This design comes from an exercise in tuning for small area, a short achievable clock period and few clock cycles per item on the open sky130 flow, not from production work. For this run, only the layout was checked, not whether the RTL still works. No activity file was given, so power comes from the tool's default toggle rates.

[flow/run.sh]
#!/bin/bash
# synth_recipe.tcl (not shown) runs the flow's synth.tcl, then flattens the netlist and writes it again
# the make line also repeats each setting of config.mk as NAME=value (left out here)
make -C /OpenROAD-flow-scripts/flow DESIGN_CONFIG=/design/flow/config.mk WORK_HOME=/design/flow/orfs CLKGATE_MAP_FILE= SYNTH_SCRIPT=/design/flow/synth_recipe.tcl finish
[flow/config.mk]
export PLATFORM = sky130hd
export DESIGN_NAME = ems_mapper_top
export DESIGN_NICKNAME = ems_mapper_top
export VERILOG_FILES = /design/flow/design.v
export SDC_FILE = /design/flow/constraint.sdc
export NUM_CORES = 4
export LEC_CHECK = 0
export ABC_CLOCK_PERIOD_IN_PS = 2000
export CAP_MARGIN = 20
export CORE_MARGIN = 2
export CORE_UTILIZATION = 40
export SETUP_SLACK_MARGIN = 2.8
export SLEW_MARGIN = 20
[flow/constraint.sdc]
create_clock -name core_clock -period 5.0 [get_ports {clock}]
set_input_delay 1.0000 -clock core_clock [delete_from_list [all_inputs] [get_ports {clock}]]
set_output_delay 1.0000 -clock core_clock [all_outputs]
set_load 0.01 [all_outputs]
[flow/design.v]
package epfmm_pkg;
   localparam int unsigned MAP_PAGES  = 512;
   localparam int unsigned MAP_AW     = 9;
   localparam int unsigned PAGE_SHIFT = 11;
   localparam int unsigned CODE_W     = 3;
   localparam logic [MAP_AW-1:0] CONV_PAGES = 9'd320;
   localparam int unsigned FILL_FIRST = 320;
   localparam int unsigned FILL_PAGES = 160;
   localparam logic [CODE_W-1:0] RG_UNUSED  = 3'd0;
   localparam logic [CODE_W-1:0] RG_RAM     = 3'd1;
   localparam logic [CODE_W-1:0] RG_BOOTROM = 3'd2;
   localparam logic [CODE_W-1:0] RG_SDCARD  = 3'd3;
   localparam logic [CODE_W-1:0] RG_EMS     = 3'd4;
   localparam logic [1:0] MODE_IO_RD   = 2'd0;
   localparam logic [1:0] MODE_IO_WR   = 2'd1;
   localparam logic [1:0] MODE_LOOKUP  = 2'd2;
   localparam logic [1:0] MODE_REBUILD = 2'd3;
   localparam logic [3:0] OFS_EMS_LO   = 4'd10;
   localparam logic [3:0] OFS_EMS_HI   = 4'd11;
   localparam logic [3:0] OFS_EMS_FILL = 4'd12;
   localparam logic [3:0] OFS_UMB_LO   = 4'd13;
   localparam logic [3:0] OFS_UMB_HI   = 4'd14;
   localparam logic [3:0] OFS_UMB_FILL = 4'd15;
   localparam logic [7:0] CSR_NO_CONV   = 8'd0;
   localparam logic [7:0] CSR_NO_BOOT   = 8'd1;
   localparam logic [7:0] CSR_BOOT_ADDR = 8'd2;
   localparam logic [7:0] CSR_BOOT_SIZE = 8'd3;
   localparam logic [19:0] BOOT_ADDR_RST = 20'hF0000;
   localparam logic [20:0] BOOT_SIZE_RST = 21'h08000;
   localparam logic [15:0] FP_RST        = 16'hFFFF;
   localparam logic [MAP_AW-1:0] BLD_FIRST_RST = BOOT_ADDR_RST[19:11];
   localparam logic [10:0] BLD_LAST_RST =
      11'((22'(BOOT_ADDR_RST) + 22'(BOOT_SIZE_RST)) >> PAGE_SHIFT);
   localparam logic [18:0] SEG_LOW       = 19'h0A000;
   localparam logic [18:0] SEG_HIGH      = 19'h0F000;
   localparam logic [7:0]  BYTE_NONE     = 8'hFF;
   typedef struct packed {
      logic [1:0]  mode;
      logic [15:0] io_port;
      logic [7:0]  write_data;
      logic [19:0] mem_address;
   } req_type;
   typedef struct packed {
      logic [7:0]        read_data;
      logic [CODE_W-1:0] region;
      logic              ems_hit;
      logic [29:0]       ems_address;
   } rsp_type;
endpackage
module epfmm_page_ram (
   input  logic       clock,
   input  logic       clear,
   input  logic       fill_en,
   input  logic       fill_ems,
   input  logic [8:0] fill_s,      
   input  logic [9:0] fill_e,      
   input  logic [8:0] rd_page,
   output logic       rd_ovr,
   output logic       rd_ems
);
   localparam int unsigned FIRST = epfmm_pkg::FILL_FIRST;
   localparam int unsigned N     = epfmm_pkg::FILL_PAGES;
   localparam int unsigned W     = 32;
   localparam int unsigned G0    = FIRST / W;
   localparam int unsigned NG    = N / W;
   logic [N-1:0] ovr_ff, ems_ff;
   logic [NG-1:0] g_first, g_last, g_full;
   logic [W-1:0]  l_ge, l_lt, l_first;
   logic          same;
   logic [N-1:0]  we;
   always_comb begin
      same = (fill_s[8:5] == fill_e[8:5]) && !fill_e[9];
      for (int g = 0; g < NG; g++) begin
         g_first[g] = fill_en && (4'(G0 + g) == fill_s[8:5]);
         g_last[g]  = fill_en && !same && (5'(G0 + g) == fill_e[9:5]);
         g_full[g]  = fill_en && (4'(G0 + g) > fill_s[8:5]) && (5'(G0 + g) < fill_e[9:5]);
      end
      for (int l = 0; l < W; l++) begin
         l_ge[l]    = (5'(l) >= fill_s[4:0]);
         l_lt[l]    = (5'(l) < fill_e[4:0]);
         l_first[l] = l_ge[l] && (l_lt[l] || !same);
      end
      for (int i = 0; i < N; i++) begin
         we[i] = g_full[i/W] || (g_first[i/W] && l_first[i%W]) ||
                 (g_last[i/W] && l_lt[i%W]);
      end
   end
   always_ff @(posedge clock) begin
      for (int i = 0; i < N; i++) begin
         if (clear) begin
            ovr_ff[i] <= 1'b0;
         end else if (we[i]) begin
            ovr_ff[i] <= 1'b1;
         end
         if (we[i]) begin
            ems_ff[i] <= fill_ems;
         end
      end
   end
   logic [511:0] ovr_all, ems_all;
   assign ovr_all = {32'd0, ovr_ff, 320'd0};
   assign ems_all = {32'd0, ems_ff, 320'd0};
   assign rd_ovr  = ovr_all[rd_page];
   assign rd_ems  = ems_all[rd_page];
endmodule
module ems_page_frame_memory_mapper_unit #(
   parameter int unsigned PORT_BASE = 608    
) (
   input  logic               clock,
   input  logic               reset,
   input  logic               req_valid,
   output logic               req_ready,
   input  epfmm_pkg::req_type req_data,
   output logic               rsp_valid,
   input  logic               rsp_ready,
   output epfmm_pkg::rsp_type rsp_data,
   input  logic               csr_valid,
   output logic               csr_ready,
   input  logic [7:0]         csr_index,
   input  logic [31:0]        csr_wdata
);
   localparam logic [15:0] PORT_BASE_W = 16'(PORT_BASE);
   logic [15:0] fp_ff [4];
   logic [15:0] fp_in [4];
   logic [15:0] ems_seg_ff, ems_seg_in;
   logic [15:0] umb_seg_ff, umb_seg_in;
   logic        ncm_ff, nbr_ff;
   logic [19:0] boot_addr_ff;
   logic [20:0] boot_size_ff;
   logic [21:0] boot_end;
   logic        bld_ncm_ff, bld_nbr_ff;
   logic [8:0]  bld_first_ff;
   logic [10:0] bld_last_ff;
   logic        o_valid;
   epfmm_pkg::rsp_type o_data, res;
   logic        req_fire;
   assign csr_ready = 1'b1;
   assign req_ready = !o_valid || rsp_ready;
   assign req_fire  = req_valid && req_ready;
   assign rsp_valid = o_valid;
   assign rsp_data  = o_data;
   logic [1:0]  mode;
   logic        pv;        
   logic [3:0]  ofs;
   logic [7:0]  wd;
   logic [19:0] addr;
   logic        io15;
   assign mode = req_data.mode;
   assign pv   = (req_data.io_port[15:4] == PORT_BASE_W[15:4]);
   assign ofs  = req_data.io_port[3:0];
   assign wd   = req_data.write_data;
   assign addr = req_data.mem_address;
   assign io15 = (mode == epfmm_pkg::MODE_IO_RD) && pv && (ofs == epfmm_pkg::OFS_UMB_FILL);
   logic [8:0]  page;
   logic        rd_ovr, rd_ems;
   logic [2:0]  scode, code;
   logic [15:0] fp_sel;
   logic [6:0]  fdiff;
   logic        frame_hit;
   assign page = io15 ? umb_seg_ff[15:7] : addr[19:11];
   always_comb begin
      if (!bld_nbr_ff && ({2'd0, page} >= {2'd0, bld_first_ff}) &&
          ({2'd0, page} < bld_last_ff)) begin
         scode = epfmm_pkg::RG_BOOTROM;
      end else if (!bld_nbr_ff && ({2'd0, page} == bld_last_ff)) begin
         scode = epfmm_pkg::RG_SDCARD;
      end else if (!bld_ncm_ff && (page < epfmm_pkg::CONV_PAGES)) begin
         scode = epfmm_pkg::RG_RAM;
      end else begin
         scode = epfmm_pkg::RG_UNUSED;
      end
   end
   assign code = rd_ovr ? (rd_ems ? epfmm_pkg::RG_EMS : epfmm_pkg::RG_RAM) : scode;
   assign fdiff     = {1'b0, addr[19:14]} - {1'b0, ems_seg_ff[15:10]};
   assign frame_hit = (ems_seg_ff[9:0] == 10'd0) && (fdiff[6:2] == 5'd0);
   assign fp_sel = fp_ff[ofs[2:1]];
   always_comb begin
      res = '0;
      unique case (mode)
         epfmm_pkg::MODE_IO_RD: begin
            if (pv && !ofs[3]) begin
               res.read_data = ofs[0] ? fp_sel[15:8] : fp_sel[7:0];
            end else if (io15) begin
               res.read_data = 8'(code);
            end else begin
               res.read_data = epfmm_pkg::BYTE_NONE;
            end
         end
         epfmm_pkg::MODE_LOOKUP: begin
            res.region  = code;
            res.ems_hit = frame_hit;
            if (frame_hit) begin
               res.ems_address = {fp_ff[fdiff[1:0]], addr[13:0]};
            end
         end
         default: ;
      endcase
   end
   logic        is_wr, is_rb;
   logic        ems_fill, umb_fill, ems_ok, umb_ok;
   logic [18:0] ems_end, umb_end;
   logic        fill_en, fill_ems;
   logic [8:0]  fill_s;
   logic [9:0]  fill_e;
   assign is_wr    = req_fire && (mode == epfmm_pkg::MODE_IO_WR) && pv;
   assign is_rb    = req_fire && (mode == epfmm_pkg::MODE_REBUILD);
   assign ems_end  = 19'(ems_seg_ff) + {1'b0, wd, 10'd0};
   assign umb_end  = 19'(umb_seg_ff) + {4'd0, wd, 7'd0};
   assign ems_ok   = (19'(ems_seg_ff) >= epfmm_pkg::SEG_LOW) && (ems_end <= epfmm_pkg::SEG_HIGH);
   assign umb_ok   = (19'(umb_seg_ff) >= epfmm_pkg::SEG_LOW) && (umb_end <= epfmm_pkg::SEG_HIGH);
   assign ems_fill = (ofs == epfmm_pkg::OFS_EMS_FILL);
   assign umb_fill = (ofs == epfmm_pkg::OFS_UMB_FILL);
   assign fill_en  = is_wr && ((ems_fill && ems_ok) || (umb_fill && umb_ok));
   assign fill_ems = ems_fill;
   assign fill_s   = ems_fill ? ems_seg_ff[15:7] : umb_seg_ff[15:7];
   assign fill_e   = ems_fill ? (10'(ems_seg_ff[15:7]) + {wd, 3'd0}) :
                                (10'(umb_seg_ff[15:7]) + 10'(wd));
   epfmm_page_ram u_page_ram (
      .clock    (clock),
      .clear    (reset || is_rb),
      .fill_en  (fill_en),
      .fill_ems (fill_ems),
      .fill_s   (fill_s),
      .fill_e   (fill_e),
      .rd_page  (page),
      .rd_ovr   (rd_ovr),
      .rd_ems   (rd_ems)
   );
   always_comb begin
      for (int s = 0; s < 4; s++) begin
         fp_in[s] = fp_ff[s];
      end
      ems_seg_in = ems_seg_ff;
      umb_seg_in = umb_seg_ff;
      if (is_rb) begin
         for (int s = 0; s < 4; s++) begin
            fp_in[s] = epfmm_pkg::FP_RST;
         end
         ems_seg_in = '0;
         umb_seg_in = '0;
      end else if (is_wr) begin
         if (!ofs[3]) begin
            if (ofs[0]) begin
               fp_in[ofs[2:1]][15:8] = wd;
            end else begin
               fp_in[ofs[2:1]][7:0] = wd;
            end
         end
         unique case (ofs)
            epfmm_pkg::OFS_EMS_LO: ems_seg_in[7:0]  = wd;
            epfmm_pkg::OFS_EMS_HI: ems_seg_in[15:8] = wd;
            epfmm_pkg::OFS_UMB_LO: umb_seg_in[7:0]  = wd;
            epfmm_pkg::OFS_UMB_HI: umb_seg_in[15:8] = wd;
            default: ;
         endcase
      end
   end
   always_ff @(posedge clock) begin
      if (reset) begin
         for (int s = 0; s < 4; s++) begin
            fp_ff[s] <= epfmm_pkg::FP_RST;
         end
         ems_seg_ff <= '0;
         umb_seg_ff <= '0;
      end else begin
         for (int s = 0; s < 4; s++) begin
            fp_ff[s] <= fp_in[s];
         end
         ems_seg_ff <= ems_seg_in;
         umb_seg_ff <= umb_seg_in;
      end
   end
   assign boot_end = 22'(boot_addr_ff) + 22'(boot_size_ff);
   always_ff @(posedge clock) begin
      if (reset) begin
         bld_ncm_ff   <= 1'b0;
         bld_nbr_ff   <= 1'b0;
         bld_first_ff <= epfmm_pkg::BLD_FIRST_RST;
         bld_last_ff  <= epfmm_pkg::BLD_LAST_RST;
      end else if (is_rb) begin
         bld_ncm_ff   <= ncm_ff;
         bld_nbr_ff   <= nbr_ff;
         bld_first_ff <= boot_addr_ff[19:11];
         bld_last_ff  <= boot_end[21:11];
      end
   end
   always_ff @(posedge clock) begin
      if (reset) begin
         o_valid <= 1'b0;
      end else begin
         o_valid <= req_fire || (o_valid && !rsp_ready);
      end
   end
   always_ff @(posedge clock) begin
      if (req_fire) begin
         o_data <= res;
      end
   end
   always_ff @(posedge clock) begin
      if (reset) begin
         ncm_ff       <= 1'b0;
         nbr_ff       <= 1'b0;
         boot_addr_ff <= epfmm_pkg::BOOT_ADDR_RST;
         boot_size_ff <= epfmm_pkg::BOOT_SIZE_RST;
      end else if (csr_valid && csr_ready) begin
         case (csr_index)
            epfmm_pkg::CSR_NO_CONV:   ncm_ff       <= csr_wdata[0];
            epfmm_pkg::CSR_NO_BOOT:   nbr_ff       <= csr_wdata[0];
            epfmm_pkg::CSR_BOOT_ADDR: boot_addr_ff <= csr_wdata[19:0];
            epfmm_pkg::CSR_BOOT_SIZE: boot_size_ff <= csr_wdata[20:0];
            default: ;
         endcase
      end
   end
endmodule
module ems_mapper_top (
   input  logic        clock,
   input  logic        reset,
   input  logic        req_valid,
   output logic        req_ready,
   input  logic [1:0]  req_mode,
   input  logic [15:0] req_io_port,
   input  logic [7:0]  req_write_data,
   input  logic [19:0] req_mem_address,
   output logic        rsp_valid,
   input  logic        rsp_ready,
   output logic [7:0]  rsp_read_data,
   output logic [2:0]  rsp_region,
   output logic        rsp_ems_hit,
   output logic [29:0] rsp_ems_address,
   input  logic        csr_valid,
   output logic        csr_ready,
   input  logic [7:0]  csr_index,
   input  logic [31:0] csr_wdata
);
   epfmm_pkg::req_type req_data;
   epfmm_pkg::rsp_type rsp_data;
   assign req_data.mode        = req_mode;
   assign req_data.io_port     = req_io_port;
   assign req_data.write_data  = req_write_data;
   assign req_data.mem_address = req_mem_address;
   assign rsp_read_data   = rsp_data.read_data;
   assign rsp_region      = rsp_data.region;
   assign rsp_ems_hit     = rsp_data.ems_hit;
   assign rsp_ems_address = rsp_data.ems_address;
   ems_page_frame_memory_mapper_unit #(.PORT_BASE(608)) u_unit (
      .clock     (clock),
      .reset     (reset),
      .req_valid (req_valid),
      .req_ready (req_ready),
      .req_data  (req_data),
      .rsp_valid (rsp_valid),
      .rsp_ready (rsp_ready),
      .rsp_data  (rsp_data),
      .csr_valid (csr_valid),
      .csr_ready (csr_ready),
      .csr_index (csr_index),
      .csr_wdata (csr_wdata)
   );
endmodule
==> impl_metrics.tcl <==
set metrics [dict create \
    status "complete, no violations" \
    synth_area_leaders "dfxtp_1 (24%), edfxtp_1 (23%), nand2_1 (7.6%), o221ai_1 (3.6%), a21oi_1 (3.2%)" \
    register_area_um2 12500 \
    worst_pin_slew_ps 963 \
    grt_max_degree 56 \
    cts_tree "done" \
    dr.pass1.iters 8 \
    finalInstanceArea_um2 41300 \
    ant_nets 0 \
    synthesis.nets 2984 \
    min_path_type "flip-flop to flip-flop" \
    grt_first_pass_wirelength_um 166000 \
    final_util_pct 63.0 \
    hold_buffers 0 \
    fill_cells 5019 \
    ys_types 91 \
    ys.flop_type "dfxtp_1" \
    synth_cells 2833 \
    synth_top_area_share_pct 24.5 \
    drt_iter0_drc 2450 \
    slew_violations 0 \
    die_height_um 261 \
    post-route-drc-count 0 \
    clk_latency_ps 630 \
    cp-start-kind "input pin" \
    core_um2 65500 \
    synth_seq_cells 524 \
    grt_setup_unrepaired "true" \
    worstPathArrival_ps 4480 \
    htreeDepth 2 \
    power_density_nw_per_um2 244 \
    area_growth_syn_to_layout_pct 56.7 \
    initial_core_util_pct 40.2 \
    place.gp.congestion 0.975 \
    final-hold-violation-count 0 \
    setup_viol 0 \
    core.rowCount 94 \
    synthArstFlopShare_pct 0 \
    netlist_area_um2 26300 \
    drt-vias-per-instance 6.18 \
    avgSynthCellArea_um2 9.29 \
    worstHoldPathCells 2 \
    dieArea_um2 67900 \
    cap_violations 0 \
    hpwlAfterDp_um 73300 \
    routedWlPerCell_um 27.0 \
    io_buffers 123 \
    grt_pass1_vias 26300 \
    end_kind "flip-flop" \
    clock_sinks 524 \
    fin_crit_sh_pct 82.6 \
    multi_input_area_um2 17700 \
    reg2regPathDepth 17 \
    min_period_ps 4130 \
    path_class "input pin to flip-flop" \
    p_total_w 0.0101 \
    clock_path_buffers 3 \
    nets 3573 \
    yosysTopAreaCell "dfxtp_1" \
    seq_area_frac_synth_pct 47.5 \
    cp_max_fo 8 \
    p_leak_nw 15.9 \
    antenna_found_initial 6 \
    die_w_um 261 \
    finalWirelength_um 117000 \
    io_pins 136 \
    ys_warn_count 4 \
    cts_buffers 56 \
    grtUsageTotal_pct 32.5 \
    cts.clk_slew.worst_paths_ps 60 \
    synth_edf_count 202 \
    skew_ps 19.0 \
    cp.required_ps 5350 \
    fin_setup_tns_ps 0 \
    cts_root_buf "clkbuf_16" \
    drive_above_1_share_pct 38.7 \
    max_slew_margin_pct 35.6 \
    grt_overflow 0 \
    num_vias 26800 \
    ir_worst_vdd_mv 0.274 \
    placed_cell_area_um2 32600 \
    fmax_ghz 0.242 \
]
cell usage after synthesis (15+ instances only):
master and n:
nand4_1 28, edfxtp_1 202, nand2_1 530, buf_2 58
nor4_1 16, clkbuf_1 123, nand3b_1 17, nor3_1 33
mux2i_1 73, a21o_1 26, nand2b_1 17, xnor2_1 15
a21oi_1 168, o21ai_0 79, o221ai_1 107, o21a_1 106
nor2_1 202, a31oi_1 31, o22ai_1 33, a21boi_0 18
and3_1 33, mux4_2 32, or3_1 15, inv_1 46
o211ai_1 20, dfxtp_1 322, a22oi_1 17, nand3_1 125
a211oi_1 28, ha_1 57, and2_1 38
flip-flops by register name (all words and copies together), names as in the netlist, 11 cells and up:
| signal | cells |
|---|---|
| u_unit.u_page_ram.ovr_ff | 160 |
| u_unit.bld_last_ff | 11 |
| u_unit.o_data | 42 |
| u_unit.fp_ff | 64 |
| u_unit.ems_seg_ff | 16 |
| u_unit.umb_seg_ff | 16 |
| u_unit.boot_size_ff | 21 |
| u_unit.boot_addr_ff | 20 |
| u_unit.u_page_ram.ems_ff | 160 |
power by group:
part | internal [W] | switching, W
registers | 0.00444 | 0.00000831
logic | 0.000526 | 0.000740
clock network | 0.00251 | 0.00184
total | 0.00748 | 0.00259
worst max-delay path: stages:
cell and delay, ps:
buf_6 90, buf_6 120, ha_4 150, inv_2 50, fa_2 210, nor2b_1 50, o21a_1 180, o21a_1 210
o221a_4 250, buf_6 120, nor3_4 150, nor4b_4 80, maj3_2 330, o32a_1 240, buf_4 160, or3_4 420
buf_12 170, buf_12 150, o21ai_2 130, o21ai_2 110, nand2_1 80
path summary, 6_finish.rpt:
kind	start	to	slack, ps
setup / recovery	req_write_data[0]	u_unit.u_page_ram.ems_ff[111]	870
hold / removal	u_unit.umb_seg_ff[1]	u_unit.umb_seg_ff[1]	450
setup reg to reg	u_unit.umb_seg_ff[7]	u_unit.u_page_ram.ems_ff[54]	1010
hold reg to reg	u_unit.umb_seg_ff[1]	u_unit.umb_seg_ff[1]	450
metal layers:
metal	up-vias	global-route usage, %	routed length, µm
li1	11700	-	-
met1	13100	40.0	43200
met2	1509	53.4	54900
met4	4	18.3	8350
met5	-	0	27
met3	402	6.53	10600
cell type report:
| type | count | share of cell area (%) |
|---|---|---|
| timing repair buffer | 717 | 18.8 |
| clock inverter | 35 | 0.913 |
| multi-input combinational | 2070 | 43.0 |
| antenna | 4 | 0.0243 |
| tap | 864 | 2.62 |
| inverter | 53 | 0.649 |
| clock buffer | 70 | 3.67 |
| sequential | 524 | 30.3 |
logic make-up (layout without fill, tap and decap cells):
group	count (synthesis)	in the layout	synth area share, %
compound gates	760	760	20.0
buf+inv	258	875	4.19
other cells	1	5	0.0142
mux	115	115	5.95
xor+xnor	20	20	0.665
fa+ha+maj	61	61	2.97
simple gates	1094	1113	18.6
flops	524	524	47.5
layout by cell type, fill, tap and decap left out, types with 15 or more instances in the layout:
| master | count |
|---|---|
| buf_4 | 362 |
| a22oi_1 | 15 |
| o21ai_0 | 36 |
| nand4_1 | 28 |
| and3_1 | 24 |
| a21oi_2 | 25 |
| dfxtp_1 | 319 |
| clkdlybuf4s50_1 | 42 |
| a21oi_1 | 133 |
| buf_16 | 24 |
| a31oi_1 | 19 |
| buf_6 | 105 |
| nor2_1 | 171 |
| o21ai_4 | 23 |
| nor3_1 | 19 |
| buf_12 | 78 |
| nor2_4 | 20 |
| o211ai_1 | 20 |
| nand3b_1 | 17 |
| ha_1 | 41 |
| o22ai_4 | 23 |
| buf_8 | 19 |
| and2_4 | 37 |
| edfxtp_1 | 202 |
| o221ai_4 | 93 |
| clkbuf_16 | 67 |
| buf_2 | 46 |
| o21a_1 | 106 |
| o21ai_1 | 20 |
| nand3_1 | 105 |
| mux2i_1 | 69 |
| ha_4 | 15 |
| nand2_1 | 488 |
| nand2_2 | 27 |
| nand3_4 | 20 |
| a211oi_1 | 21 |
| mux4_2 | 32 |
| inv_1 | 42 |
metrics by stage:
step	cells	hold slack (ps)	worst slack, ps
after floorplan	2833	420	554
after global placement	3980	431	-327
after detailed placement	3980	444	-352
after CTS	4260	454	997
after global routing	4337	467	790
final	4337	453	871
what timing repair did:
action	in CTS	in global routing
setup endpoints to repair	727	644
gates resized for setup	778	283
cloned	47	17
setup buffers	128	56
pin swaps	144	131

-- port drivers added, routing unchanged --
The results above use ideal ports. As a check the final layout listed here was re-extracted and re-timed, cells and wires unchanged. Step 1: set_driving_cell puts a clkbuf_16 on clock and a buf_2 on each other input, an assumption about the parent block. Step 2 also shifts input and output timing later by t, the mid clock arrival at the registers, as if the neighbouring blocks saw the same clock. Slacks: no drivers / after step 1 / after step 2; pairs: no drivers / after step 1.
t (ns): 0.690
setup slack, ns: 0.871 / 0.904 / 0.214
clock arrival spread, ns: 0.020 / 0.020
worst register clock-pin slew, ns: 0.07 / 0.07
pins driven straight from the clock port: 1
After both steps setup and hold are still met in this run. The setup slack of this run moves by +0.033 ns with the drivers and by -0.657 ns with both steps.
